Background: an optimization exercise with open tools, aiming at small area, a short achievable clock period and few clock cycles per item. Do not read the settings as production practice. No run shown here included a check of the RTL's function; only the layout flow was run. Power and IR drop assume default switching activity.

--- flow/config.mk ---
export PLATFORM = sky130hd
export DESIGN_NAME = sigmoid_pipe
export DESIGN_NICKNAME = sigmoid_pipe
export VERILOG_FILES = /design/flow/design.v
export SDC_FILE = /design/flow/constraint.sdc
export NUM_CORES = 4
export LEC_CHECK = 0
export ABC_AREA = 1
export CAP_MARGIN = 20
export CORE_MARGIN = 2
export CORE_UTILIZATION = 40
export SETUP_SLACK_MARGIN = 3.2
export SLEW_MARGIN = 20
--- flow/constraint.sdc ---
create_clock -name core_clock -period 7.0 [get_ports {clk}]
set_input_delay 1.4000 -clock core_clock [delete_from_list [all_inputs] [get_ports {clk}]]
set_output_delay 1.4000 -clock core_clock [all_outputs]
set_load 0.01 [all_outputs]
--- flow/design.v ---
package sigmoid_pkg;
  function automatic integer sig_one(input integer f);
    sig_one = 1 << f;
  endfunction
  function automatic integer sig_sat_pos(input integer f);
    sig_sat_pos = 4 << f;
  endfunction
  function automatic integer sig_sat_neg(input integer f);
    sig_sat_neg = -(4 << f);
  endfunction
endpackage
module sigmoid_core (
  input  logic [7:0] t,
  output logic [6:0] q
);
  wire t0 = (t[0] & t[5]) ^ (t[1] & t[4]);
  wire t1 = (t[0] & t[5]) & (t[1] & t[4]);
  wire t2 = (t[0] & t[6]) ^ (t[1] & t[5]);
  wire t3 = (t[0] & t[6]) & (t[1] & t[5]);
  wire t4 = (t[0] & t[7]) ^ (t[1] & t[6]) ^ (t[2] & t[5]);
  wire t5 = ((t[0] & t[7]) & (t[1] & t[6])) | ((t[0] & t[7]) & (t[2] & t[5])) | ((t[1] & t[6]) & (t[2] & t[5]));
  wire t6 = (t[1] & t[7]) ^ (t[2] & t[6]) ^ (t[3] & t[5]);
  wire t7 = ((t[1] & t[7]) & (t[2] & t[6])) | ((t[1] & t[7]) & (t[3] & t[5])) | ((t[2] & t[6]) & (t[3] & t[5]));
  wire t8 = (t[2] & t[7]) ^ (t[3] & t[6]) ^ (t[4] & t[5]);
  wire t9 = ((t[2] & t[7]) & (t[3] & t[6])) | ((t[2] & t[7]) & (t[4] & t[5])) | ((t[3] & t[6]) & (t[4] & t[5]));
  wire t10 = (t[0] & t[3]) ^ (t[1] & t[2]);
  wire t11 = (t[0] & t[3]) & (t[1] & t[2]);
  wire t12 = (t[0] & t[4]) ^ (t[1] & t[3]);
  wire t13 = (t[0] & t[4]) & (t[1] & t[3]);
  wire t14 = t0 ^ (t[2] & t[3]) ^ t[3];
  wire t15 = (t0 & (t[2] & t[3])) | (t0 & t[3]) | ((t[2] & t[3]) & t[3]);
  wire t16 = t1 ^ t2 ^ (t[2] & t[4]);
  wire t17 = (t1 & t2) | (t1 & (t[2] & t[4])) | (t2 & (t[2] & t[4]));
  wire t18 = t3 ^ t4 ^ (t[4] & ~t[3]);
  wire t19 = (t3 & t4) | (t3 & (t[4] & ~t[3])) | (t4 & (t[4] & ~t[3]));
  wire t20 = t5 ^ t6 ^ (t[3] & t[4]);
  wire t21 = (t5 & t6) | (t5 & (t[3] & t[4])) | (t6 & (t[3] & t[4]));
  wire t22 = t7 ^ t8 ^ t[5];
  wire t23 = (t7 & t8) | (t7 & t[5]) | (t8 & t[5]);
  wire t24 = t9 ^ (t[3] & t[7]) ^ (t[4] & t[6]);
  wire t25 = (t9 & (t[3] & t[7])) | (t9 & (t[4] & t[6])) | ((t[3] & t[7]) & (t[4] & t[6]));
  wire t26 = (t[4] & t[7]) ^ (t[5] & t[6]) ^ t[6];
  wire t27 = ((t[4] & t[7]) & (t[5] & t[6])) | ((t[4] & t[7]) & t[6]) | ((t[5] & t[6]) & t[6]);
  wire t28 = (t[0] & t[1]) ^ t[1];
  wire t29 = (t[0] & t[1]) & t[1];
  wire t30 = t10 ^ t[2];
  wire t31 = t10 & t[2];
  wire t32 = t11 ^ t12;
  wire t33 = t11 & t12;
  wire t34 = t13 ^ t14;
  wire t35 = t13 & t14;
  wire t36 = t15 ^ t16;
  wire t37 = t15 & t16;
  wire t38 = t17 ^ t18;
  wire t39 = t17 & t18;
  wire t40 = t19 ^ t20;
  wire t41 = t19 & t20;
  wire t42 = t21 ^ t22;
  wire t43 = t21 & t22;
  wire t44 = t23 ^ t24;
  wire t45 = t23 & t24;
  wire t46 = t25 ^ t26;
  wire t47 = t25 & t26;
  wire t48 = t27 ^ (t[5] & t[7]);
  wire t49 = t27 & (t[5] & t[7]);
  wire t50 = (t[6] & t[7]) ^ t[7];
  wire t51 = (t[6] & t[7]) & t[7];
  wire t52 = (t[0] & t[2]) & t29;
  wire t53 = (t[0] & t[2]) & t28;
  wire t54 = t30 & (t[0] & t[2]);
  wire t55 = t33 | (t32 & t31);
  wire t56 = t32 & t30;
  wire t57 = t35 | (t34 & t33);
  wire t58 = t34 & t32;
  wire t59 = t37 | (t36 & t35);
  wire t60 = t36 & t34;
  wire t61 = t39 | (t38 & t37);
  wire t62 = t38 & t36;
  wire t63 = t41 | (t40 & t39);
  wire t64 = t40 & t38;
  wire t65 = t43 | (t42 & t41);
  wire t66 = t42 & t40;
  wire t67 = t45 | (t44 & t43);
  wire t68 = t44 & t42;
  wire t69 = t47 | (t46 & t45);
  wire t70 = t46 & t44;
  wire t71 = t49 | (t48 & t47);
  wire t72 = t48 & t46;
  wire t73 = t51 | (t50 & t49);
  wire t74 = t50 & t48;
  wire t75 = t31 | (t54 & t29);
  wire t76 = t55 | (t56 & t52);
  wire t77 = t56 & t53;
  wire t78 = t57 | (t58 & t31);
  wire t79 = t58 & t54;
  wire t80 = t59 | (t60 & t55);
  wire t81 = t60 & t56;
  wire t82 = t61 | (t62 & t57);
  wire t83 = t62 & t58;
  wire t84 = t63 | (t64 & t59);
  wire t85 = t64 & t60;
  wire t86 = t65 | (t66 & t61);
  wire t87 = t66 & t62;
  wire t88 = t67 | (t68 & t63);
  wire t89 = t68 & t64;
  wire t90 = t69 | (t70 & t65);
  wire t91 = t70 & t66;
  wire t92 = t71 | (t72 & t67);
  wire t93 = t72 & t68;
  wire t94 = t73 | (t74 & t69);
  wire t95 = t74 & t70;
  wire t96 = t78 | (t79 & t29);
  wire t97 = t80 | (t81 & t52);
  wire t98 = t82 | (t83 & t75);
  wire t99 = t84 | (t85 & t76);
  wire t100 = t85 & t77;
  wire t101 = t86 | (t87 & t78);
  wire t102 = t87 & t79;
  wire t103 = t88 | (t89 & t80);
  wire t104 = t89 & t81;
  wire t105 = t90 | (t91 & t82);
  wire t106 = t91 & t83;
  wire t107 = t92 | (t93 & t84);
  wire t108 = t93 & t85;
  wire t109 = t94 | (t95 & t86);
  wire t110 = t95 & t87;
  wire t111 = t101 | (t102 & t29);
  wire t112 = t103 | (t104 & t52);
  wire t113 = t105 | (t106 & t75);
  wire t114 = t107 | (t108 & t76);
  wire t115 = t109 | (t110 & t96);
  wire t116 = (t[0] & t[2]) ^ t29;
  wire t117 = t30 ^ t52;
  wire t118 = t32 ^ t75;
  wire t119 = t34 ^ t76;
  wire t120 = t36 ^ t96;
  wire t121 = t38 ^ t97;
  wire t122 = t40 ^ t98;
  wire t123 = t42 ^ t99;
  wire t124 = t44 ^ t111;
  wire t125 = t46 ^ t112;
  wire t126 = t48 ^ t113;
  wire t127 = t50 ^ t114;
  assign q = {t115, t127, t126, t125, t124, t123, t122};
endmodule
module sigmoid_lane (
  input  logic        clk,
  input  logic        i_en,
  input  logic        i_mode,    
  input  logic [15:0] i_x,
  input  logic        r_mode,    
  output logic [15:0] o_y,
  output logic        o_sat
);
  logic       w_neg;
  logic       w_sat;
  logic [7:0] w_xs;      
  logic       w_lo;      
  logic [7:0] w_po;      
  logic [7:0] w_pa;      
  logic [7:0] w_t;
  assign w_neg = i_x[15];
  always_comb begin
    if (i_mode) begin
      w_sat = w_neg ? (~&i_x[14:9]  | ~|i_x[8:0]) : |i_x[14:9];
      w_xs  = i_x[8:1];
      w_lo  = i_x[0];
    end else begin
      w_sat = w_neg ? (~&i_x[14:10] | ~|i_x[9:0]) : |i_x[14:10];
      w_xs  = i_x[9:2];
      w_lo  = |i_x[1:0];
    end
    w_po[0] = 1'b0;
    w_pa[0] = 1'b1;
    for (int i = 1; i < 8; i++) begin
      w_po[i] = w_po[i-1] | w_xs[i-1];
      w_pa[i] = w_pa[i-1] & w_xs[i-1];
    end
    for (int i = 0; i < 8; i++)
      w_t[i] = w_xs[i] ^ (w_neg ? (w_lo & w_pa[i]) : w_po[i]);
    if (w_sat) w_t = 8'd1;
  end
  logic [7:0] r1_t;
  logic       r1_neg;
  logic       r1_sat;
  always_ff @(posedge clk) begin
    if (i_en) begin
      r1_t   <= w_t;
      r1_neg <= w_neg;
      r1_sat <= w_sat;
    end
  end
  logic [6:0] w_q;
  sigmoid_core u_core (
    .t (r1_t),
    .q (w_q)
  );
  logic [6:0] r2_q;
  logic       r2_t8;
  logic       r2_neg;
  logic       r2_sat;
  always_ff @(posedge clk) begin
    if (i_en) begin
      r2_q   <= w_q;
      r2_t8  <= ~|r1_t;
      r2_neg <= r1_neg;
      r2_sat <= r1_sat;
    end
  end
  logic [7:0] w_s;
  logic [8:0] w_sig;
  assign w_s   = {r2_t8, r2_q};
  assign w_sig = r2_neg ? {1'b0, w_s} : 9'd256 - {1'b0, w_s};
  always_comb begin
    if (r_mode) o_y = {{7{~w_sig[8] & ~w_sig[7]}}, w_sig[7:0], 1'b0} ^ 16'h0100;   
    else        o_y = {7'd0, w_sig};
  end
  assign o_sat = r2_sat;
endmodule
module sigmoid_pipe #(
  parameter int W     = 16,
  parameter int F     = W / 2,
  parameter int LANES = 4
) (
  input  logic               clk,
  input  logic               rst,
  input  logic               in_valid,
  output logic               in_ready,
  input  logic [LANES*W-1:0] in_data,
  input  logic               in_mode,
  output logic               out_valid,
  input  logic               out_ready,
  output logic [LANES*W-1:0] out_data,
  output logic [LANES-1:0]   out_sat
);
  logic       w_en;
  logic [1:0] r_vld;
  logic [1:0] r_mode;
  logic       w_mode;
  assign w_mode = in_mode;
  assign w_en      = !r_vld[1] || out_ready;
  assign in_ready  = w_en;
  assign out_valid = r_vld[1];
  always_ff @(posedge clk) begin
    if (rst)       r_vld <= '0;
    else if (w_en) r_vld <= {r_vld[0], in_valid};
  end
  always_ff @(posedge clk) begin
    if (w_en) r_mode <= {r_mode[0], w_mode};
  end
  for (genvar g = 0; g < LANES; g++) begin : g_lane
    sigmoid_lane u_lane (
      .clk    (clk),
      .i_en   (w_en),
      .i_mode (w_mode),
      .i_x    (in_data[g*W +: W]),
      .r_mode (r_mode[1]),
      .o_y    (out_data[g*W +: W]),
      .o_sat  (out_sat[g])
    );
  end
endmodule
--- flow/flow/run.sh ---
#!/bin/bash
# Layout flow: the standard ORFS flow with two changes:
#  - port buffers use the platform's plain buf_1 cell instead of the one buffer_ports picks;
#  - clock tree: small clock buffers and no dummy loads.
set -euo pipefail
export BUFFER_PORTS_ARGS="-buffer_cell sky130_fd_sc_hd__buf_1"
export CTS_ARGS="-sink_clustering_enable -repair_clock_nets -dont_use_dummy_load -buf_list {sky130_fd_sc_hd__clkbuf_4 sky130_fd_sc_hd__clkbuf_8} -root_buf sky130_fd_sc_hd__clkbuf_8"
bash standard.sh synth > synth.log 2>&1
bash standard.sh > layout.log 2>&1
--- flow/standard.sh ---
#!/bin/bash
# synth_recipe.tcl (not shown) runs the flow's synth.tcl, then flattens the netlist and writes it again
# the make line also repeats each setting of config.mk as NAME=value (left out here)
make -C /OpenROAD-flow-scripts/flow DESIGN_CONFIG=/design/flow/config.mk WORK_HOME=/design/flow/orfs CLKGATE_MAP_FILE= SYNTH_SCRIPT=/design/flow/synth_recipe.tcl "${@:-finish}"
==> insert_results.sql, run 1 <==
INSERT INTO impl_metrics (metric_group, metric, value, unit) VALUES
('logic_synthesis', 'number_of_flops_mapped_to_enable_cells_by_yosys', '82', ''),
('critical_path', 'setup.worst_path.start_class', 'primary input', ''),
('power', 'vdd_drop_max', '0.0000596', 'V'),
('clocking', 'root_buffer', 'clkbuf_8', ''),
('finish', 'fillers', '2398', ''),
('critical_path', 'required_arrival_time_at_the_worst_endpoint', '5.60', 'ns'),
('critical_path', 'worstReg2RegEnd', 'g_lane[2].u_lane.r2_q[6]', ''),
('routing', 'detail_route.iter0.violations', '463', ''),
('logic_synthesis', 'post_synth_fa_ha_maj_area_fraction', '15.8', '%'),
('logic_synthesis', 'synth-xor-area-share', '5.48', '%'),
('logic_synthesis', 'yosysMostFrequentCell', 'nand2_1', ''),
('worst_hold_path', 'hold_path_end', 'g_lane[1].u_lane.r2_sat', ''),
('sta', 'tightestPinTransition', '0.987', 'ns'),
('logic_synthesis', 'yosysWarnings', '2', ''),
('finish', 'area.growth.synth_to_final', '6.97', '%'),
('global_routing', 'grt_first_pass_wirelength', '32100', 'microns'),
('sta', 'final_min_period_over_clock_period', '53.0', '%'),
('floorplan', 'floorplan.die_area', '24800', 'sq um'),
('logic_synthesis', 'synth_largest_type_area_fraction', '26.1', '%'),
('logic_synthesis', 'synth_compound_gate_area_share', '11.2', '%'),
('clocking', 'later_pin_clock_latency_in_the_skew_report', '0.35', 'ns'),
('routing', 'detail_routed_via_count_per_cell', '4.67', ''),
('floorplan', 'die_height', '158', 'microns'),
('worst_hold_path', 'min_delay_path_depth', '0', ''),
('clocking', 'tritoncts', 'done', ''),
('logic_synthesis', 'post-synth-top-area-cell', 'edfxtp_1', ''),
('floorplan', 'chipWidth', '158', 'microns'),
('floorplan', 'placementRows', '56', ''),
('logic_synthesis', 'basic_gate_share_of_the_synthesized_area_counting_and_or_nand_and_nor_cells', '27.1', '%'),
('sta', 'tightest_slew_margin_relative_to_the_limit', '33.8', '%'),
('sta', 'fin_skew', '0.0183', 'ns'),
('placed_design', 'dp.final_hpwl', '14900', 'microns'),
('routing', 'finalWirelength', '18600', 'microns'),
('power', 'fin_total_pwr', '1280', 'uW'),
('sta', 'hold_slack', '0.427', 'ns'),
('finish', 'post_route_cells_drive_above_1_share', '4.28', '%'),
('clocking', 'ctsLongestPathBuffers', '2', ''),
('sta', 'setup_viol', '0', ''),
('routing', 'drt-pass1-iter-count', '5', ''),
('logic_synthesis', 'synth.yosys.seq_area_share', '26.5', '%'),
('routing', 'antenna_left', '0', ''),
('clocking', 'cts-buffers-inserted', '9', ''),
('routing', 'detail_route.wl_per_cell', '10.8', 'microns'),
('clocking', 'cts_max_level', '3', ''),
('routing', 'drc', '0', ''),
('finish', 'insertedDiodeCount', '0', ''),
('critical_path', 'crit_end_category', 'primary output', ''),
('outcome', 'status', 'no timing/DRC/antenna violations', ''),
('worst_hold_path', 'hold_path.startpoint', 'g_lane[1].u_lane.r1_sat', ''),
('logic_synthesis', 'seq_cells_post_synth', '84', ''),
('flow_run', 'timing.max_cap.violations', '0', ''),
('sta', 'rsz0062_at_grt', 'no', ''),
('critical_path', 'r2r_cells', '11', ''),
('critical_path', 'rr_startpoint', 'g_lane[2].u_lane.r1_t[2]', ''),
('critical_path', 'r2r_setup_slack', '3.86', 'ns'),
('logic_synthesis', 'async_flop_share', '0', '%'),
('logic_synthesis', 'synth-main-ff-cell', 'edfxtp_1', ''),
('global_routing', 'grt_max_degree', '57', ''),
('critical_path', 'path_max_fanout', '10', ''),
('routing', 'num_vias', '8036', ''),
('power', 'p_leak', '0.00560', 'uW'),
('clocking', 'tritoncts_num_sinks', '84', ''),
('logic_synthesis', 'ys_top_cells_by_area', 'edfxtp_1 26%, nand2_1 15%, ha_1 9.0%, inv_1 8.4%, fa_1 6.8%', ''),
('logic_synthesis', 'post_synth_most_frequent_cells', '369 x nand2_1, 211 x inv_1, 102 x nor2_1', ''),
('clocking', 'clk_pin_slew', '0.08', 'ns'),
('global_routing', 'gr_util_all_layers', '15.5', '%'),
('logic_synthesis', 'synth_nets', '1494', ''),
('sta', 'fin_tns_setup', '0', 'ns'),
('logic_synthesis', 'post_synth_mux_area_share', '0.424', '%'),
('floorplan', 'core_area', '23300', 'sq um'),
('sta', 'number_of_hold_violations_in_the_final_report', '0', '');
critical path: stages:
cell        delay (ns)
buf_1             0.10
nor2_4            0.26
clkinvlp_4        0.34
buf_1             0.21
state kept, by name, indices dropped and copies added (netlist names):
name	flops
g_lane.u_lane.r1_neg	4
g_lane.u_lane.r1_sat	4
g_lane.u_lane.r1_t	32
g_lane.u_lane.r2_neg	4
g_lane.u_lane.r2_q	28
g_lane.u_lane.r2_sat	4
g_lane.u_lane.r2_t8	4
r_mode	2
r_vld	2
area by class of cell:
class | instances | area, sq um | share of cell area (%)
timing repair inverter | 3 | 15.0 | 0.149
multi-input combinational | 947 | 5680 | 56.2
clock buffer | 9 | 124 | 1.23
inverter | 216 | 821 | 8.13
timing repair buffer | 143 | 557 | 5.51
tap | 319 | 399 | 3.95
sequential | 84 | 2500 | 24.8
placed cells by master, fill, tap and decap left out, drive strengths merged, types with 4 or more instances in the layout:
master	instances
a211oi	5
a21o	11
a21oi	53
a221oi	4
a31oi	4
buf	142
clkbuf	10
clkinvlp	5
edfxtp	82
fa	32
ha	68
inv	214
mux2i	4
nand2	376
nand3	54
nand4	16
nor2	107
nor3	17
nor4	16
o211ai	5
o21a	6
o21ai	75
o21bai	8
or2	15
or4	4
xnor2	9
xor2	50
layer usage:
metal	vias to the layer above	share of wire [%]	wire, microns	global-route usage [%]
met3	9	4.6	857	0.985
met5	-	0	0	0
li1	4374	-	-	-
met2	210	38	7110	22.2
met4	0	0.92	171	4.16
met1	3443	56	10500	24.8
how the worst max path moves through the flow:
stage,start,to,slack (ns),cells past startpoint
finish,out_ready,in_ready,3.29,4
global route,g_lane[1].u_lane.r2_q[2],out_data[25],3.22,7
CTS,out_ready,in_ready,3.26,4
detailed placement,out_ready,in_ready,2.97,4
global placement,out_ready,in_ready,2.98,4
floorplan,out_ready,in_ready,3.09,2
cells by family (layout without fill, tap and decap cells):
family / Yosys count / count (layout)
AND/OR/NAND/NOR: 607 / 607
buffers and inverters: 294 / 371
AO/OA/AOI/OAI: 177 / 177
adder cells (fa/ha/maj): 100 / 100
flip-flops: 84 / 84
XOR/XNOR: 59 / 59
multiplexers: 4 / 4
repair_timing:
action | in CTS | in global routing
setup buffers | 3 | 0
setup endpoints to repair | 44 | 7
endpoints found under the hold margin | 0 | 0
gates resized for setup | 1 | 1
gates cloned | 3 | 0
metrics by stage:
stage               std cells  worst slack (ns)  util [%]  instance area, sq um
global placement         1706              2.98      42.6                  9930
floorplan                1325              3.09         -                  9450
detailed placement       1706              2.97      42.6                  9930
global route             1721              3.22      43.3                 10100
finish                   1721              3.29      43.3                 10100
CTS                      1721              3.26      43.3                 10100
report_power, final:
group	internal [uW]	switching [uW]	leakage [uW]
registers	580	34.3	0.000927
logic	144	264	0.00461
clock network	115	142	0.0000647
==> run 2: changes to the inputs <==
--- a/flow/config.mk
+++ b/flow/config.mk
@@ -9,5 +9,5 @@
 export CAP_MARGIN = 20
 export CORE_MARGIN = 2
 export CORE_UTILIZATION = 40
-export SETUP_SLACK_MARGIN = 3.2
+export SETUP_SLACK_MARGIN = 3.6
 export SLEW_MARGIN = 20
==> insert_results.sql, run 2 <==
INSERT INTO impl_metrics (metric_group, metric, value, unit) VALUES
('sta', 'fin_skew', '0.0189', 'ns'),
('logic_synthesis', 'number_of_flops_mapped_to_enable_cells_by_yosys', '82', ''),
('sta', 'number_of_hold_violations_in_the_final_report', '0', ''),
('global_routing', 'grt_first_pass_wirelength', '32300', 'microns'),
('clocking', 'cts_max_level', '3', ''),
('finish', 'layout.cells.most_common', 'nand2_1', ''),
('finish', 'layout_common_cells', '367 x nand2_1, 196 x inv_1, 105 x buf_1, 94 x nor2_1, 82 x edfxtp_1', ''),
('clocking', 'cts-buffers-inserted', '9', ''),
('placed_design', 'place.port_buffers', '138', ''),
('logic_synthesis', 'basic_gate_share_of_the_synthesized_area_counting_and_or_nand_and_nor_cells', '27.1', '%'),
('logic_synthesis', 'post_synthesis_area_per_instance', '7.12', 'sq um'),
('logic_synthesis', 'synth_largest_type_area_fraction', '26.1', '%'),
('floorplan', 'die_height', '158', 'microns'),
('finish', 'area.growth.synth_to_final', '12.2', '%'),
('sta', 'tightest_slew_margin_relative_to_the_limit', '35.1', '%'),
('routing', 'antenna_left', '0', ''),
('critical_path', 'path_max_fanout', '7', ''),
('global_routing', 'gr_util_all_layers', '15.6', '%'),
('global_routing', 'grt_max_degree', '57', ''),
('floorplan', 'core_area', '23300', 'sq um'),
('outcome', 'status', 'no timing/DRC/antenna violations', ''),
('critical_path', 'critPathKind', 'flop to primary output', ''),
('placed_design', 'place_inst', '1706', ''),
('logic_synthesis', 'seq_cells_post_synth', '84', ''),
('routing', 'drt-pass1-iter-count', '5', ''),
('placed_design', 'placed_area', '9930', 'sq um'),
('finish', 'largest_register_ff_count', '32', ''),
('finish', 'layout_top_registers', 'g_lane.u_lane.r1_t (32), g_lane.u_lane.r2_q (28)', ''),
('critical_path', 'setup.worst_path.start_class', 'flop', ''),
('sta', 'final_min_period_over_clock_period', '48.4', '%'),
('sta', 'max_freq', '295', 'MHz'),
('finish', 'regArea', '2500', 'sq um'),
('placed_design', 'placer_s_final_routability_congestion_estimate', '0.810', ''),
('global_routing', 'overflow', '0', ''),
('critical_path', 'cp.arrival', '1.99', 'ns'),
('logic_synthesis', 'netlist_instances', '1325', ''),
('logic_synthesis', 'post-synth-top-area-cell', 'edfxtp_1', ''),
('routing', 'detail_route.iter0.violations', '469', ''),
('logic_synthesis', 'synth_top_family_by_area', 'simple AND/OR/NAND/NOR gates', ''),
('logic_synthesis', 'synth_cell_type_count', '45', ''),
('finish', 'largest-register', 'g_lane.u_lane.r1_t', ''),
('finish', 'fillers', '2360', ''),
('logic_synthesis', 'yosysWarnings', '2', ''),
('flow_run', 'timing.max_cap.violations', '0', ''),
('clocking', 'later_pin_clock_latency_in_the_skew_report', '0.35', 'ns'),
('power', 'vdd_drop_max', '0.0000595', 'V'),
('finish', 'design_area_final', '10600', 'sq um'),
('worst_hold_path', 'min_delay_path_depth', '0', ''),
('clocking', 'tritoncts_num_sinks', '84', ''),
('clocking', 'tritoncts', 'done', ''),
('routing', 'detail_route.wl_per_cell', '11.1', 'microns'),
('placed_design', 'dp.final_hpwl', '14900', 'microns'),
('routing', 'detail_routed_via_count_per_cell', '4.68', ''),
('sta', 'setup_viol', '0', ''),
('logic_synthesis', 'async_flop_share', '0', '%'),
('logic_synthesis', 'synth_nets', '1494', ''),
('floorplan', 'chipWidth', '158', 'microns'),
('logic_synthesis', 'synth-xor-area-share', '5.48', '%'),
('clocking', 'ctsLongestPathBuffers', '2', ''),
('routing', 'finalWirelength', '19300', 'microns'),
('routing', 'num_vias', '8165', ''),
('finish', 'post_route_cells_drive_above_1_share', '10.7', '%'),
('power', 'p_leak', '0.00588', 'uW'),
('logic_synthesis', 'synth_compound_gate_area_share', '11.2', '%'),
('sta', 'rsz0062_at_grt', 'yes', ''),
('logic_synthesis', 'synth-main-ff-cell', 'edfxtp_1', ''),
('clocking', 'cts.hold.buffers_added', '0', ''),
('logic_synthesis', 'ys_top_cells_by_area', 'edfxtp_1 26%, nand2_1 15%, ha_1 9.0%, inv_1 8.4%, fa_1 6.8%', ''),
('logic_synthesis', 'synth.yosys.seq_area_share', '26.5', '%'),
('sta', 'fin_tns_setup', '0', 'ns'),
('finish', 'insertedDiodeCount', '0', ''),
('logic_synthesis', 'post_synth_mux_area_share', '0.424', '%'),
('sta', 'tightestPinTransition', '0.968', 'ns'),
('floorplan', 'io-pin-count', '139', ''),
('critical_path', 'r2r_cells', '11', ''),
('worst_hold_path', 'hp-class', 'flop to flop', ''),
('logic_synthesis', 'yosysMostFrequentCell', 'nand2_1', ''),
('clocking', 'clk_pin_slew', '0.08', 'ns'),
('sta', 'finalWorstPathRequiredPeriod', '3.39', 'ns'),
('critical_path', 'crit_end_category', 'primary output', ''),
('routing', 'drc', '0', ''),
('critical_path', 'required_arrival_time_at_the_worst_endpoint', '5.60', 'ns'),
('finish', 'instances_no_fill', '1744', ''),
('sta', 'timing.final.max_slew_violations', '0', ''),
('floorplan', 'placementRows', '56', ''),
('power', 'power_per_cell_area', '128', 'nW/um^2'),
('logic_synthesis', 'post_synth_instance_area', '9440', 'sq um'),
('floorplan', 'initial_utilization', '40.4', '%'),
('global_routing', 'first_global_vias', '7059', ''),
('logic_synthesis', 'post_synth_fa_ha_maj_area_fraction', '15.8', '%'),
('logic_synthesis', 'post_synth_most_frequent_cells', '369 x nand2_1, 211 x inv_1, 102 x nor2_1', ''),
('clocking', 'root_buffer', 'clkbuf_8', ''),
('finish', 'area_occupied_by_multi_input_gates', '5870', 'sq um'),
('finish', 'fin_nets', '1596', ''),
('floorplan', 'floorplan.die_area', '24800', 'sq um'),
('global_routing', 'antenna_found_initial', '0', '');
run 2: cell types whose count changed in the layout (fill, tap and decap cells not counted), sizes merged:
cell / change
clkbuf: +13
buf: +10
run 2: cells by family (layout without fill, tap and decap cells):
kind of cell | after synthesis | after routing
buffers and inverters | 294 | 394
DFF | 84 | 84
AOI/OAI and AO/OA | 177 | 177
xor gates and xnor gates | 59 | 59
muxes | 4 | 4
adders and majority gates | 100 | 100
and+or+nand+nor | 607 | 607
run 2: worst max-delay path, cell delays in order, from the launching register on:
cell	delay, ns
edfxtp_1	0.42
nor2_2	0.14
nand2_1	0.09
o21ai_1	0.12
nand2_1	0.07
xor2_1	0.16
or2_4	0.25
nor2_4	0.25
buf_6	0.15
run 2: final cells by class:
type	count	share of cell area, %
multi-input cells	947	55.5
flip-flops and latches	84	23.6
repair buffers	166	8.07
inverters	216	7.75
well taps	319	3.77
clock buffers	9	1.17
repair inverters	3	0.142
run 2: path summary, 6_finish.rpt:
check | to | slack, ns | from
worst min-delay path | g_lane[1].u_lane.r2_sat | 0.43 | g_lane[1].u_lane.r1_sat
worst min register to register | g_lane[1].u_lane.r2_sat | 0.43 | g_lane[1].u_lane.r1_sat
worst max register to register | g_lane[2].u_lane.r2_q[6] | 3.86 | g_lane[2].u_lane.r1_t[2]
worst max-delay path | out_data[15] | 3.61 | g_lane[0].u_lane.r2_q[3]
run 2: power breakdown:
| part | internal, uW | switching, uW |
|---|---|---|
| combinational | 197 | 288 |
| sequential | 580 | 37.5 |
| clock | 115 | 141 |
run 2: stage by stage:
step / hold WS [ns] / util [%] / worst slack (ns) / power (uW)
global route: 0.434 / 45.4 / 3.48 / 1460
finish: 0.427 / 45.4 / 3.61 / 1360
global placement: 0.405 / 42.6 / 2.98 / 1030
CTS: 0.430 / 43.7 / 3.60 / 1300
floorplan: 0.400 / - / 3.09 / 951
detailed placement: 0.410 / 42.6 / 2.97 / 1030
run 2: metal layers:
metal,track usage (%),wire length [microns],vias to the layer above
met5,0,0,-
met4,4.16,171,0
met3,0.985,860,9
met2,22.4,7670,216
met1,25.0,10600,3519
li1,-,-,4421
run 2: what timing repair did:
| action | in CTS | in global routing |
|---|---|---|
| cloned | 3 | 0 |
| endpoints found under the setup margin | 49 | 45 |
| pin swaps | 1 | 15 |
| buffers inserted | 5 | 21 |
| resized for setup | 17 | 108 |

afterwards: timing with drivers on the ports:
The results above use ideal ports. As a check the final layouts listed here were re-extracted and re-timed, cells and wires unchanged.
Step 1 (the two cells are an assumption about what drives the block):
set clk [get_ports {clk}]
set_driving_cell -lib_cell sky130_fd_sc_hd__clkbuf_16 $clk
set_driving_cell -lib_cell sky130_fd_sc_hd__buf_2 [delete_from_list [all_inputs] $clk]
Step 2 moves the port delays by t, midway between the first and last clock arrival at a register: inputs arrive t later, outputs are due t later. That takes back most of the time a late clock gives input paths.
Three values: ideal, step 1, step 2; two values: the first two.
| run | t (ns) | setup WS [ns] | hold slack, ns |
|---|---|---|---|
| run 1 | 0.375 | 3.291 / 3.266 / 3.266 | 0.427 / 0.427 / 0.427 |
| run 2 | 0.374 | 3.610 / 3.573 / 3.648 | 0.427 / 0.427 / 0.427 |
After both steps every run listed still meets setup and hold. For run 1, which loses most, drivers alone change the setup slack by -0.025 ns; drivers and shift together by -0.025 ns.
